This design comes from an exercise in tuning for small area, a short achievable clock period and few clock cycles on the open sky130 flow, not from production work.
In this exercise RTL edits were held to simulation tests only and were not proved equivalent to the original.
Power and IR drop assume default switching activity.

==> flow/design.v <==
package sw_seq_pkg;
    typedef enum logic [1:0] {
        BASE_A = 2'd0,
        BASE_C = 2'd1,
        BASE_G = 2'd2,
        BASE_T = 2'd3
    } base_t;
    localparam int SCORE_W_DEF = 10;
    localparam int NUM_CELLS_DEF = 16;
endpackage
package sw_ctrl_pkg;
    typedef enum logic [1:0] {
        IDLE  = 2'd0,   
        RUN   = 2'd1,   
        DRAIN = 2'd2,   
        DONE  = 2'd3    
    } sw_state_t;
endpackage
`timescale 1ns/1ps
module sw_step_counter #(
    parameter int CNT_W = 5
) (
    input  logic             clk,
    input  logic             load,    
    input  logic [CNT_W-1:0] value,
    input  logic             dec,
    output logic             zero     
);
    logic [CNT_W-1:0] count;
    assign zero = (count == '0);
    always_ff @(posedge clk) begin
        if (load) begin
            count <= value;
        end else if (dec) begin
            count <= count - CNT_W'(1);
        end
    end
endmodule
`timescale 1ns/1ps
module sw_array_fsm #(
    parameter int   CNT_W = 5
) (
    input  logic             clk,
    input  logic             rst,
    input  logic             start,          
    input  logic             target_valid,
    input  logic             target_last,
    input  logic             drain_zero,     
    output logic             drain_load,     
    output logic             drain_dec,
    output logic             run,            
    output logic             clr,            
    output logic             busy,
    output logic             done
);
    sw_ctrl_pkg::sw_state_t state;
    always_ff @(posedge clk) begin
        if (rst) begin
            state <= sw_ctrl_pkg::IDLE;
        end else begin
            case (state)
                sw_ctrl_pkg::IDLE:  if (start) state <= sw_ctrl_pkg::RUN;
                sw_ctrl_pkg::RUN:   if (target_valid && target_last) state <= sw_ctrl_pkg::DRAIN;
                sw_ctrl_pkg::DRAIN: if (drain_zero) state <= sw_ctrl_pkg::DONE;
                default:            state <= sw_ctrl_pkg::IDLE;   
            endcase
        end
    end
    assign run        = (state == sw_ctrl_pkg::RUN);
    assign clr        = (state == sw_ctrl_pkg::IDLE);
    assign drain_load = run;                               
    assign drain_dec  = (state == sw_ctrl_pkg::DRAIN);
    assign busy       = run || drain_dec;
    assign done       = (state == sw_ctrl_pkg::DONE);
endmodule
`timescale 1ns/1ps
module sw_query_bank #(
    parameter int   NUM_CELLS = 8,
    localparam int  CNT_W     = $clog2(NUM_CELLS + 1)
) (
    input  logic                                clk,
    input  logic                                start,    
    input  logic [CNT_W-1:0]                    len,
    input  logic                                wr,
    input  sw_seq_pkg::base_t                   base,
    output logic [CNT_W-1:0]                    len_q,    
    output sw_seq_pkg::base_t [NUM_CELLS-1:0]   bases,    
    output logic [NUM_CELLS-1:0]                head      
);
    always_ff @(posedge clk) begin
        if (wr) begin
            bases <= {base, bases[NUM_CELLS-1:1]};
        end
    end
    always_ff @(posedge clk) begin
        if (start) begin
            len_q <= len;
        end
    end
    for (genvar c = 0; c < NUM_CELLS; c++) begin : g_head
        assign head[c] = (len_q == CNT_W'(NUM_CELLS - c));
    end
endmodule
`timescale 1ns/1ps
module sw_cell #(
    parameter int   SCORE_W   = 10,
    parameter int   NUM_CELLS = 8,
    parameter int   INDEX     = 0,   
    localparam int  H_W       = SCORE_W - 1,   
    localparam int  IDX_W     = (NUM_CELLS > 1) ? $clog2(NUM_CELLS) : 1
) (
    input  logic                      clk,
    input  logic                      rst,
    input  logic                      clr,            
    input  logic                      head,           
    input  sw_seq_pkg::base_t         query,
    input  logic signed [SCORE_W-1:0] match_score,
    input  logic signed [SCORE_W-1:0] mismatch_score,
    input  logic signed [SCORE_W-1:0] gap_open,
    input  logic                      col_valid,      
    input  sw_seq_pkg::base_t         col_base,
    input  logic                      valid_in,       
    input  sw_seq_pkg::base_t         target_in,
    input  logic        [H_W-1:0]     h_in,           
    input  logic        [H_W-1:0]     h_max_in,       
    input  logic        [IDX_W-1:0]   h_max_idx_in,
    output logic                      valid_out,      
    output sw_seq_pkg::base_t         target_out,
    output logic        [H_W-1:0]     h_out,          
    output logic        [H_W-1:0]     h_max_out,
    output logic        [IDX_W-1:0]   h_max_idx_out
);
    logic        [H_W-1:0]     h_diag;       
    logic signed [SCORE_W-1:0] sub, s_diag, s_gap, next_h;
    logic signed [SCORE_W-1:0] diag_w;    
    function automatic logic ge_u(input logic [H_W-1:0] a, input logic [H_W-1:0] b);
        logic r;
        r = 1'b1;
        for (int i = 0; i < H_W; i++) begin
            r = (a[i] & ~b[i]) | (~(a[i] ^ b[i]) & r);
        end
        ge_u = r;
    endfunction
    function automatic logic gt_s(input logic [SCORE_W-1:0] a, input logic [SCORE_W-1:0] b);
        logic r;
        r = 1'b0;
        for (int i = 0; i < SCORE_W - 1; i++) begin
            r = (a[i] & ~b[i]) | (~(a[i] ^ b[i]) & r);
        end
        gt_s = (~a[SCORE_W-1] & b[SCORE_W-1]) | (~(a[SCORE_W-1] ^ b[SCORE_W-1]) & r);
    endfunction
    always_ff @(posedge clk) begin
        if (rst) begin
            valid_out <= 1'b0;
        end else begin
            valid_out <= head ? col_valid : valid_in;
        end
    end
    always_ff @(posedge clk) begin
        target_out <= head ? col_base : target_in;
        h_diag     <= h_in;   
    end
    logic signed [SCORE_W-1:0] left_w, up_w, s_left, s_up;
    logic left_ge;
    assign left_ge = ge_u(h_out, h_in);
    assign sub    = (query == target_out) ? match_score : mismatch_score;
    assign diag_w = {1'b0, h_diag};
    assign left_w = {1'b0, h_out};
    assign up_w   = {1'b0, h_in};
    assign s_diag = diag_w + sub;
    assign s_left = left_w + gap_open;   
    assign s_up   = up_w + gap_open;
    assign s_gap  = left_ge ? s_left : s_up;
    assign next_h = gt_s(s_gap, s_diag) ? s_gap : s_diag;
    always_ff @(posedge clk) begin
        if (clr) begin
            h_out <= '0;
        end else if (valid_out) begin
            h_out <= next_h[SCORE_W-1] ? '0 : next_h[H_W-1:0];   
        end
    end
    logic                      take_in;
    logic        [H_W-1:0]     wave_max;
    logic        [IDX_W-1:0]   wave_idx;
    assign take_in  = ge_u(h_max_in, h_out);
    assign wave_max = take_in ? h_max_in : h_out;
    assign wave_idx = take_in ? h_max_idx_in : IDX_W'(INDEX);
    always_ff @(posedge clk) begin
        if (clr) begin
            h_max_out <= '0;
        end else begin
            h_max_out <= wave_max;
        end
    end
    always_ff @(posedge clk) begin
        h_max_idx_out <= wave_idx;   
    end
endmodule
`timescale 1ns/1ps
module sw_align_top #(
    parameter int   NUM_CELLS = sw_seq_pkg::NUM_CELLS_DEF,
    parameter int   SCORE_W   = sw_seq_pkg::SCORE_W_DEF,
    localparam int  CNT_W     = $clog2(NUM_CELLS + 1),   
    localparam int  IDX_W     = (NUM_CELLS > 1) ? $clog2(NUM_CELLS) : 1,
    localparam int  H_W       = SCORE_W - 1
) (
    input  logic                      clk,
    input  logic                      rst,
    input  logic                      start,
    input  logic        [CNT_W-1:0]   query_len,
    input  logic                      query_wr,
    input  logic        [1:0]         query_base,
    input  logic                      target_valid,
    input  logic        [1:0]         target_base,
    input  logic                      target_last,
    input  logic signed [SCORE_W-1:0] match_score,
    input  logic signed [SCORE_W-1:0] mismatch_score,
    input  logic signed [SCORE_W-1:0] gap_open,
    output logic                      busy,
    output logic                      done,
    output logic signed [SCORE_W-1:0] best_score,
    output logic        [IDX_W-1:0]   best_query_idx
);
    logic run, clr, drain_load, drain_dec, drain_zero;
    logic [CNT_W-1:0] len_q;
    sw_seq_pkg::base_t [NUM_CELLS-1:0] bases;
    logic [NUM_CELLS-1:0] head;
    logic signed [SCORE_W-1:0] match_q, mismatch_q, gap_q;
    always_ff @(posedge clk) begin
        match_q    <= match_score;
        mismatch_q <= mismatch_score;
        gap_q      <= gap_open;
    end
    sw_array_fsm #(.CNT_W(CNT_W)) fsm_i (
        .clk, .rst, .start, .target_valid, .target_last, .drain_zero,
        .drain_load, .drain_dec, .run, .clr, .busy, .done
    );
    sw_step_counter #(.CNT_W(CNT_W)) cnt_i (
        .clk, .load(drain_load), .value(len_q - CNT_W'(1)), .dec(drain_dec), .zero(drain_zero)
    );
    sw_query_bank #(.NUM_CELLS(NUM_CELLS)) bank_i (
        .clk, .start(clr && start), .len(query_len), .wr(run && query_wr),
        .base(sw_seq_pkg::base_t'(query_base)), .len_q, .bases, .head
    );
    logic                      valid_c  [NUM_CELLS+1];
    sw_seq_pkg::base_t         target_c [NUM_CELLS+1];
    logic        [H_W-1:0]     h_c      [NUM_CELLS+1];
    logic        [H_W-1:0]     hmax_c   [NUM_CELLS+1];
    logic        [IDX_W-1:0]   hidx_c   [NUM_CELLS+1];
    assign valid_c[0]  = 1'b0;
    assign target_c[0] = sw_seq_pkg::BASE_A;
    assign h_c[0]      = '0;
    assign hmax_c[0]   = '0;
    assign hidx_c[0]   = '0;
    for (genvar k = 0; k < NUM_CELLS; k++) begin : g_cell
        sw_cell #(.SCORE_W(SCORE_W), .NUM_CELLS(NUM_CELLS), .INDEX(k)) cell_i (
            .clk, .rst, .clr, .head(head[k]), .query(bases[k]),
            .match_score(match_q), .mismatch_score(mismatch_q), .gap_open(gap_q),
            .col_valid(run && target_valid), .col_base(sw_seq_pkg::base_t'(target_base)),
            .valid_in(valid_c[k]), .target_in(target_c[k]),
            .h_in(h_c[k]), .h_max_in(hmax_c[k]), .h_max_idx_in(hidx_c[k]),
            .valid_out(valid_c[k+1]), .target_out(target_c[k+1]),
            .h_out(h_c[k+1]), .h_max_out(hmax_c[k+1]), .h_max_idx_out(hidx_c[k+1])
        );
    end
    logic [H_W-1:0]   acc_max, wave_max, last_h, best;
    logic [IDX_W-1:0] acc_row, wave_row, last_row, best_row;
    logic [IDX_W-1:0] acc_cell, best_cell;   
    logic             acc_ge_wave, acc_ge_last, wave_ge_last;
    function automatic logic ge_u(input logic [H_W-1:0] a, input logic [H_W-1:0] b);
        logic r;
        r = 1'b1;
        for (int i = 0; i < H_W; i++) begin
            r = (a[i] & ~b[i]) | (~(a[i] ^ b[i]) & r);
        end
        ge_u = r;
    endfunction
    assign wave_max = hmax_c[NUM_CELLS-1];
    assign wave_row = IDX_W'(hidx_c[NUM_CELLS-1] + IDX_W'(len_q));
    assign last_h   = h_c[NUM_CELLS];
    assign last_row = IDX_W'(len_q - CNT_W'(1));
    assign acc_ge_wave  = ge_u(acc_max, wave_max) &&
                          ((acc_max != wave_max) || (acc_cell <= hidx_c[NUM_CELLS-1]));
    assign acc_ge_last  = ge_u(acc_max, last_h);
    assign wave_ge_last = ge_u(wave_max, last_h);
    always_comb begin
        if (acc_ge_wave && acc_ge_last) begin
            best      = acc_max;
            best_row  = acc_row;
            best_cell = acc_cell;
        end else if (!acc_ge_wave && wave_ge_last) begin
            best      = wave_max;
            best_row  = wave_row;
            best_cell = hidx_c[NUM_CELLS-1];
        end else begin
            best      = last_h;
            best_row  = last_row;
            best_cell = IDX_W'(NUM_CELLS - 1);
        end
    end
    always_ff @(posedge clk) begin
        if (clr) begin
            acc_max  <= '0;
            acc_row  <= '0;
            acc_cell <= '0;
        end else begin
            acc_max  <= best;
            acc_row  <= best_row;
            acc_cell <= best_cell;
        end
    end
    assign best_score     = SCORE_W'(best);
    assign best_query_idx = best_row;
endmodule
make LEC_CHECK=0 CAP_MARGIN=20 CORE_MARGIN=2 CORE_UTILIZATION=40 SETUP_SLACK_MARGIN=5 SLEW_MARGIN=20 finish   # period 10.0 ns
run.sh (not shown) runs the stock make flow with config.mk's settings and CLKGATE_MAP_FILE= SYNTH_SCRIPT=/design/flow/synth_recipe.tcl, a recipe that flattens the netlist after the stock synthesis.
Testbench counts at the start, summed over its fixed seeds: cycles 23,229.
Rerun with:
--- a/flow/design.v
+++ b/flow/design.v
@@ -147,10 +147,30 @@
         for (int i = 0; i < SCORE_W - 1; i++) begin
             r = (a[i] & ~b[i]) | (~(a[i] ^ b[i]) & r);
         end
         gt_s = (~a[SCORE_W-1] & b[SCORE_W-1]) | (~(a[SCORE_W-1] ^ b[SCORE_W-1]) & r);
     endfunction
+    function automatic logic [SCORE_W-1:0] add_bk(input logic [SCORE_W-1:0] a,
+                                                  input logic [SCORE_W-1:0] b);
+        logic [SCORE_W-1:0] p, g, p0;
+        p0 = a ^ b;
+        p  = p0;
+        g  = a & b;
+        for (int d = 1; d < SCORE_W; d = d * 2) begin
+            for (int j = 2 * d - 1; j < SCORE_W; j = j + 2 * d) begin
+                g[j] = g[j] | (p[j] & g[j-d]);
+                p[j] = p[j] & p[j-d];
+            end
+        end
+        for (int d = 2 ** ($clog2(SCORE_W) - 1); d >= 1; d = d / 2) begin
+            for (int j = 3 * d - 1; j < SCORE_W; j = j + 2 * d) begin
+                g[j] = g[j] | (p[j] & g[j-d]);
+                p[j] = p[j] & p[j-d];
+            end
+        end
+        add_bk = p0 ^ {g[SCORE_W-2:0], 1'b0};
+    endfunction
     always_ff @(posedge clk) begin
         if (rst) begin
             valid_out <= 1'b0;
         end else begin
             valid_out <= head ? col_valid : valid_in;
@@ -165,13 +185,13 @@
     assign left_ge = ge_u(h_out, h_in);
     assign sub    = (query == target_out) ? match_score : mismatch_score;
     assign diag_w = {1'b0, h_diag};
     assign left_w = {1'b0, h_out};
     assign up_w   = {1'b0, h_in};
-    assign s_diag = diag_w + sub;
-    assign s_left = left_w + gap_open;   
-    assign s_up   = up_w + gap_open;
+    assign s_diag = add_bk(diag_w, sub);
+    assign s_left = add_bk(left_w, gap_open);   
+    assign s_up   = add_bk(up_w, gap_open);
     assign s_gap  = left_ge ? s_left : s_up;
     assign next_h = gt_s(s_gap, s_diag) ? s_gap : s_diag;
     always_ff @(posedge clk) begin
         if (clr) begin
             h_out <= '0;
Effect: Core utilization increases by 0.68 points; cell count decreases by 8.2%; total power decreases by 0.45%; fmax increases by 2.7%; final area decreases by 3.1%; sequential power barely changes; die area decreases by 4.2%; sequential share of layout area increases by 0.81 points; wire length decreases by 0.59%; worst setup slack improved by 0.13 ns; clock-buffer cell count decreases by 3; synthesized cell count decreases by 11%.
Testbench counts after the change, summed over its fixed seeds: cycles 23,229.

-- afterwards: timing with drivers on the ports --
The results above use ideal ports. As a check the final layouts listed here were re-extracted and re-timed, cells and wires unchanged. Step 1 sets driving cells, clkbuf_16 on the clock port and buf_2 on the other inputs (assumed; they add their load-dependent delay and slew). Step 2 times the ports against the registers' clock, not the clock port: input delays grow and output delays shrink by t, the midpoint of the rising clock arrivals with the driver on. Slacks: ideal ports / drivers / drivers and shift; pairs: ideal ports / drivers.
run	t, ns	setup slack, ns	worst setup path at the end	pins driven straight from the clock port
the first run	0.701	4.974 / 4.909 / 5.242	register to register	1
the second run	0.706	5.105 / 5.031 / 5.171	register to register	1
After both steps setup and hold are still met in every run listed.
